Context: an optimization exercise on an open-source flow, tuned for small area, a short achievable clock period and few clock cycles per item. The choices shown serve that exercise and are no tape-out recipe.
The RTL was checked by simulation tests, not by an equivalence proof against the original design.
Power and IR drop assume default switching activity.

Setup of the reference run:
==> flow/design.v <==
package cache_pkg;
	localparam int ADDR_W     = 32;
	localparam int NUM_SETS   = 16;
	localparam int NUM_WAYS   = 8;
	localparam int OFFSET_W   = 6;
	localparam int INDEX_W    = 4;
	localparam int TAG_W      = 22;
	localparam int WAY_W      = 3;
	localparam int RESP_DEPTH = 4;
	localparam int RESP_PTR_W = 2;
	localparam int CNT_W      = 16;
	typedef enum logic [3:0] {
		READ_DATA   = 4'd0,
		WRITE_DATA  = 4'd1,
		READ_INSTR  = 4'd2,
		SNOOP_INVAL = 4'd3,
		SNOOP_READ  = 4'd4,
		SNOOP_RWIM  = 4'd6,
		CLEAR_ALL   = 4'd8
	} cache_op_e;
	typedef enum logic [1:0] {MODIFIED, EXCLUSIVE, SHARED, INVALID} mesi_e;
	typedef enum logic [1:0] {SNP_HIT, SNP_HITM, SNP_MISS} snoop_e;
	typedef enum logic [1:0] {IDLE, LOOKUP, UPDATE, CLEAR} ctrl_state_e;
	typedef logic [TAG_W-1:0]   tag_t;
	typedef logic [INDEX_W-1:0] index_t;
	typedef logic [WAY_W-1:0]   way_t;
	typedef struct packed {
		cache_op_e         op;
		logic              hit;
		way_t              way;
		snoop_e            snoop;
		mesi_e             state;
		logic [ADDR_W-1:0] addr;
	} resp_t;
endpackage
`timescale 1ns/100ps
module l2_mesi_cache (
	input  logic                          clk,
	input  logic                          arst_n,
	input  logic                          req_valid,
	output logic                          req_ready,
	input  logic [3:0]                    req_op,
	input  logic [cache_pkg::ADDR_W-1:0]  req_addr,
	output logic                          resp_valid,
	input  logic                          resp_ready,
	output logic [3:0]                    resp_op,
	output logic                          resp_hit,
	output logic [2:0]                    resp_way,
	output logic [1:0]                    resp_snoop,
	output logic [1:0]                    resp_state,
	output logic [cache_pkg::ADDR_W-1:0]  resp_addr,
	output logic [cache_pkg::CNT_W-1:0]   hit_count,
	output logic [cache_pkg::CNT_W-1:0]   miss_count
);
	localparam int NS   = 16;
	localparam int NW   = 8;
	localparam int TW   = 22;
	localparam int PW   = 28;    
	localparam int RW   = 44;    
	localparam logic [1:0] ST_M = 2'd0;
	localparam logic [1:0] ST_E = 2'd1;
	localparam logic [1:0] ST_S = 2'd2;
	localparam logic [1:0] ST_I = 2'd3;
	localparam logic [1:0] SN_HIT  = 2'd0;
	localparam logic [1:0] SN_HITM = 2'd1;
	localparam logic [1:0] SN_MISS = 2'd2;
	function automatic integer pidx(input integer w, input integer v);
		pidx = w * (w - 1) / 2 + v;
	endfunction
	logic [TW-1:0]   tag_q   [NS][NW];
	logic [2*NW-1:0] st_q    [NS];
	logic [PW-1:0]   lru_q   [NS];
	logic [NS-1:0]   fresh_q;
	logic        c_v;
	logic [NS-1:0] c_sel_a, c_sel_b, c_sel_c, c_sel_d;
	logic [3:0]  c_op;
	logic [31:0] c_addr;
	logic        s_v;
	logic [3:0]  s_op;
	logic [31:0] s_addr;
	logic [NW-1:0]   s_hit1;    
	logic [NW-1:0]   s_fmask;   
	logic            s_fval;
	logic [2*NW-1:0] s_st;
	logic [PW-1:0]   s_lru;
	logic          o_v;
	logic [RW-1:0] o_data;
	logic          k_v;
	logic [RW-1:0] k_data;
	logic [RW-1:0] p_data;
	logic [RW-1:0] o_new;
	logic          o_en;
	logic          rdy_q;
	logic [15:0] hit_q;
	logic [15:0] miss_q;
	logic go2, fire2, acc, pop;
	assign go2       = !k_v;
	assign fire2     = s_v && go2;
	logic rdy;
	assign rdy       = !c_v || !k_v;
	assign req_ready = rdy_q;
	assign acc       = req_valid && rdy;
	assign pop       = o_v && resp_ready;
	logic          op_clr, op_l1, op_snp, op_wr, op_sinv, op_srd;
	logic [NW-1:0] inv_v, lru_v, first_inv, vict, upd;
	logic          hit_any, inv_any, wr;
	logic [1:0]    hit_st, bus, own, new_state;
	logic [2:0]    upd_way;
	logic [2*NW-1:0] new_st;
	logic [PW-1:0]   new_lru;
	logic [RW-1:0]   resp_w;
	logic [3:0]    s_set;
	logic [TW-1:0] s_tag;
	logic [NW*NW-1:0] newer;
	logic [NW-1:0] s_hit;
	assign s_set = s_addr[9:6];
	assign s_tag = s_addr[31:10];
	always_comb
	begin
		op_clr  = s_op[3];
		op_l1   = !s_op[3] && !s_op[2] && !(s_op[1] && s_op[0]);
		op_snp  = !op_clr && !op_l1;
		op_wr   = (s_op == 4'd1);
		op_sinv = !s_op[2];
		op_srd  = s_op[2] && !s_op[1];
		s_hit   = (s_hit1 & ~s_fmask) | (s_fmask & {NW{s_fval}});
		hit_any = |s_hit;
		hit_st  = '0;
		for (int w = 0; w < NW; w++)
		begin
			if (s_hit[w])
				hit_st = hit_st | s_st[2*w +: 2];
			inv_v[w] = (s_st[2*w +: 2] == ST_I);
		end
		inv_any = |inv_v;
		for (int w = 0; w < NW; w++)
			for (int v = 0; v < NW; v++)
				if (w > v)
					newer[w*NW+v] = s_lru[pidx(w, v)];
				else if (w < v)
					newer[w*NW+v] = !s_lru[pidx(v, w)];
				else
					newer[w*NW+v] = 1'b0;
		for (int w = 0; w < NW; w++)
		begin
			lru_v[w] = 1'b1;
			for (int v = 0; v < NW; v++)
				if (newer[w*NW+v])
					lru_v[w] = 1'b0;
		end
		for (int w = 0; w < NW; w++)
			first_inv[w] = inv_v[w] && !(|(inv_v & ((8'd1 << w) - 8'd1)));
		vict = inv_any ? first_inv : lru_v;
		upd  = hit_any ? s_hit : vict;
		upd_way = '0;
		for (int w = 0; w < NW; w++)
			if (upd[w])
				upd_way = upd_way | 3'(w);
		case (s_addr[1:0])
			2'b00:   bus = SN_HIT;
			2'b10:   bus = SN_HITM;
			default: bus = SN_MISS;
		endcase
		if (!hit_any)
			own = SN_MISS;
		else if (hit_st == ST_M)
			own = SN_HITM;
		else
			own = SN_HIT;
		if (op_l1)
		begin
			if (op_wr)
				new_state = ST_M;
			else if (hit_any)
				new_state = hit_st;
			else
				new_state = (bus == SN_MISS) ? ST_E : ST_S;
		end
		else if (!hit_any || op_clr)
			new_state = ST_I;
		else if (op_srd)
			new_state = ST_S;
		else if (op_sinv)
			new_state = (hit_st == ST_S) ? ST_I : hit_st;
		else
			new_state = ST_I;
		wr = op_l1 || (op_snp && hit_any);
		for (int w = 0; w < NW; w++)
			new_st[2*w +: 2] = (upd[w] && wr) ? new_state : s_st[2*w +: 2];
		for (int w = 1; w < NW; w++)
			for (int v = 0; v < w; v++)
				new_lru[pidx(w, v)] = upd[w] || (!upd[v] && s_lru[pidx(w, v)]);
		resp_w = {s_op, hit_any, op_clr ? 3'd0 : upd_way, op_l1 ? bus : own, new_state, s_addr};
	end
	logic [3:0]      c_set;
	logic [TW-1:0]   c_tag;
	logic [TW-1:0]   rd_tag [NW];
	logic [2*NW-1:0] rd_st;
	logic [PW-1:0]   rd_lru;
	logic            rd_fresh;
	logic [2*NW-1:0] st1;
	logic [PW-1:0]   lru1;
	logic [NW-1:0]   hit1;
	logic            hz, hz_clr, teq;
	logic [NW-1:0]   hit_n, fmask_n;
	logic [2*NW-1:0] st_n;
	logic [PW-1:0]   lru_n;
	assign c_set = c_addr[9:6];
	assign c_tag = c_addr[31:10];
	function automatic logic sel_for(input integer w, input integer s,
		input logic [NS-1:0] a, input logic [NS-1:0] b,
		input logic [NS-1:0] c, input logic [NS-1:0] d);
		case (w / 2)
			0:       sel_for = a[s];
			1:       sel_for = b[s];
			2:       sel_for = c[s];
			default: sel_for = d[s];
		endcase
	endfunction
	always_comb
	begin
		for (int w = 0; w < NW; w++)
		begin
			rd_tag[w] = '0;
			for (int s = 0; s < NS; s++)
				rd_tag[w] = rd_tag[w]
					| ({TW{sel_for(w, s, c_sel_a, c_sel_b, c_sel_c, c_sel_d)}} & tag_q[s][w]);
		end
		rd_st    = '0;
		rd_lru   = '0;
		rd_fresh = 1'b0;
		for (int s = 0; s < NS; s++)
		begin
			for (int w = 0; w < NW; w++)
				rd_st[2*w +: 2] = rd_st[2*w +: 2]
					| ({2{sel_for(w, s, c_sel_a, c_sel_b, c_sel_c, c_sel_d)}} & st_q[s][2*w +: 2]);
			for (int i = 0; i < PW; i++)
				rd_lru[i] = rd_lru[i]
					| (sel_for(i % NW, s, c_sel_a, c_sel_b, c_sel_c, c_sel_d) & lru_q[s][i]);
			rd_fresh = rd_fresh | (sel_for(7, s, c_sel_a, c_sel_b, c_sel_c, c_sel_d) & fresh_q[s]);
		end
		st1  = rd_fresh ? rd_st : '1;
		lru1 = rd_lru;
		for (int w = 0; w < NW; w++)
			hit1[w] = (rd_tag[w] == c_tag) && rd_fresh && (rd_st[2*w +: 2] != ST_I);
		teq    = (s_tag == c_tag);
		hz_clr = fire2 && op_clr;
		hz     = fire2 && (s_set == c_set);
		hit_n   = (c_op[3] || hz_clr) ? '0 : hit1;
		fmask_n = '0;
		st_n    = st1;
		lru_n   = lru1;
		if (hz_clr)
			st_n = '1;
		else if (hz)
		begin
			if (wr && !c_op[3])
				fmask_n = upd;
			st_n  = new_st;
			if (op_l1)
				lru_n = new_lru;
		end
	end
	logic c_v_d, k_v_d;
	always_comb
	begin
		o_new = k_v ? k_data : resp_w;
		o_en  = k_v ? pop : (fire2 && (!o_v || pop));
		c_v_d = acc || (c_v && !go2);
		k_v_d = k_v ? !pop : (fire2 && o_v && !pop);
	end
	always_ff @(posedge clk or negedge arst_n)
	begin
		if (!arst_n)
		begin
			rdy_q   <= 1'b1;
			c_sel_c <= '0;
			c_sel_d <= '0;
			c_v     <= 1'b0;
			s_v     <= 1'b0;
			o_v     <= 1'b0;
			k_v     <= 1'b0;
			hit_q   <= '0;
			miss_q  <= '0;
			fresh_q <= '0;
		end
		else
		begin
			rdy_q <= !c_v_d || !k_v_d;
			if (acc)
				c_sel_c <= 16'd1 << req_addr[9:6];
			if (rdy)
				c_sel_d <= 16'd1 << req_addr[9:6];
			c_v   <= c_v_d;
			k_v   <= k_v_d;
			if (go2)
				s_v <= c_v;
			if (!k_v && fire2)
				o_v <= 1'b1;
			else if (!k_v && pop)
				o_v <= 1'b0;
			if (fire2 && op_l1)
			begin
				if (hit_any)
					hit_q <= hit_q + 16'd1;
				else
					miss_q <= miss_q + 16'd1;
			end
			if (fire2 && op_clr)
				fresh_q <= '0;
			else if (fire2 && op_l1)
				fresh_q <= fresh_q | (16'd1 << s_set);
		end
	end
	always_ff @(posedge clk)
	begin
		if (acc)
		begin
			c_op     <= req_op;
			c_addr   <= req_addr;
			c_sel_a  <= 16'd1 << req_addr[9:6];
		end
		if (rdy)
			c_sel_b  <= 16'd1 << req_addr[9:6];
		if (go2)
		begin
			s_op   <= c_op;
			s_addr <= c_addr;
			s_hit1  <= hit_n;
			s_fmask <= fmask_n;
			s_fval  <= teq && (new_state != ST_I);
			s_st   <= st_n;
			s_lru  <= lru_n;
		end
		if (o_en || !o_v)
			o_data <= o_new;
		p_data <= o_en ? o_new : o_data;
		if (!k_v && fire2 && o_v && !pop)
			k_data <= resp_w;
	end
	logic [NS-1:0] s_sel;
	always_comb
		for (int s = 0; s < NS; s++)
			s_sel[s] = (s_set == 4'(s));
	for (genvar s = 0; s < NS; s++)
	begin : g_set
		always_ff @(posedge clk)
		begin
			if (fire2 && wr && s_sel[s])
				st_q[s] <= new_st;
			if (fire2 && op_l1 && s_sel[s])
				lru_q[s] <= new_lru;
		end
		for (genvar w = 0; w < NW; w++)
		begin : g_way
			always_ff @(posedge clk)
				if (fire2 && op_l1 && s_sel[s] && upd[w])
					tag_q[s][w] <= s_tag;
		end
	end
	assign resp_valid = o_v;
	assign {resp_op, resp_hit, resp_way, resp_snoop, resp_state, resp_addr} = p_data;
	assign hit_count  = hit_q;
	assign miss_count = miss_q;
endmodule
Settings: LEC_CHECK=0, CAP_MARGIN=20, CORE_MARGIN=2, CORE_UTILIZATION=70, CTS_CLUSTER_DIAMETER=60, CTS_CLUSTER_SIZE=30, PLACE_DENSITY=0.78, SLEW_MARGIN=20; clock period 10.0 ns.
standard.sh (not shown) runs the stock make flow with config.mk's settings and CLKGATE_MAP_FILE= SYNTH_SCRIPT=/design/flow/synth_recipe.tcl, a recipe that flattens the netlist after the stock synthesis.
==> flow/flow/run.sh <==
#!/bin/bash
# The standard layout, with the timing repair asked to leave 6.6 ns of setup
# slack at the design's 10 ns clock, i.e. to optimise paths down to about
# 3.4 ns. Constraints, clock period and all other steps are the standard flow's own.
set -euo pipefail
bash standard.sh finish SETUP_SLACK_MARGIN=6.6 > run_standard.log 2>&1
Testbench counts of the reference run, summed over its fixed seeds: cycles 32,024, items 32,000.
Modified inputs, the trial run compared to the reference run
--- a/flow/design.v
+++ b/flow/design.v
@@ -273,7 +273,6 @@
 	begin
 		if (!arst_n)
 		begin
-			rdy_q   <= 1'b1;
 			c_sel_c <= '0;
 			c_sel_d <= '0;
 			c_v     <= 1'b0;
@@ -286,7 +285,6 @@
 		end
 		else
 		begin
-			rdy_q <= !c_v_d || !k_v_d;
 			if (acc)
 				c_sel_c <= 16'd1 << req_addr[9:6];
 			if (rdy)
@@ -313,6 +311,8 @@
 		end
 	end
 	always_ff @(posedge clk)
+		rdy_q <= !c_v_d || !k_v_d;
+	always_ff @(posedge clk)
 	begin
 		if (acc)
 		begin
[summary]
The trial run: all stages complete, timing, DRC and antenna checks passed. The trial run vs. the reference run: clock latency at the later pin of the worst-skew pair now larger; fraction of power consumed by combinational cells lost 0.2 points; worst clock skew saw an increase; worst hold slack now sits lower; met2 wire length fell about 1.3%. Compared with the reference run, the trial run shows a lower minimum period implied by the final worst setup slack. The run showing the smaller overall fraction of global-route tracks in use is the trial run. Changes observed in the trial run relative to the reference run: setup slack went up, portion of total power attributed to the clock network went down, total power went down, number of buffers inserted to repair setup after CTS went up. Any difference in design area between the reference run and the trial run is small enough to ignore.
Testbench counts of the trial run, summed over its fixed seeds: cycles 32,024, items 32,000.

## afterwards: timing with drivers on the ports
The flow's constraints put no driver on any port. The routed layouts listed below were extracted and timed again, unchanged, in two steps. Step 1, drivers: a clkbuf_16 drives clk and a buf_2 each remaining input, both assumed. Step 2, shift: input delay + t, output delay - t, t = (earliest + latest rising clock arrival at the registers) / 2. This alone moves slack from input paths to output paths. Slacks: no drivers / after step 1 / after step 2; pairs: no drivers / after step 1.
run	t, ns	slack for setup (ns)	worst slew at a driven data input, ns
the reference run	0.978	6.434 / 6.344 / 5.766	0.22
the trial run	0.978	6.530 / 6.442 / 5.873	0.16
After both steps setup and hold are still met in every run listed. The setup slack of the reference run, which loses most, moves by -0.090 ns with the drivers and by -0.668 ns with both steps.
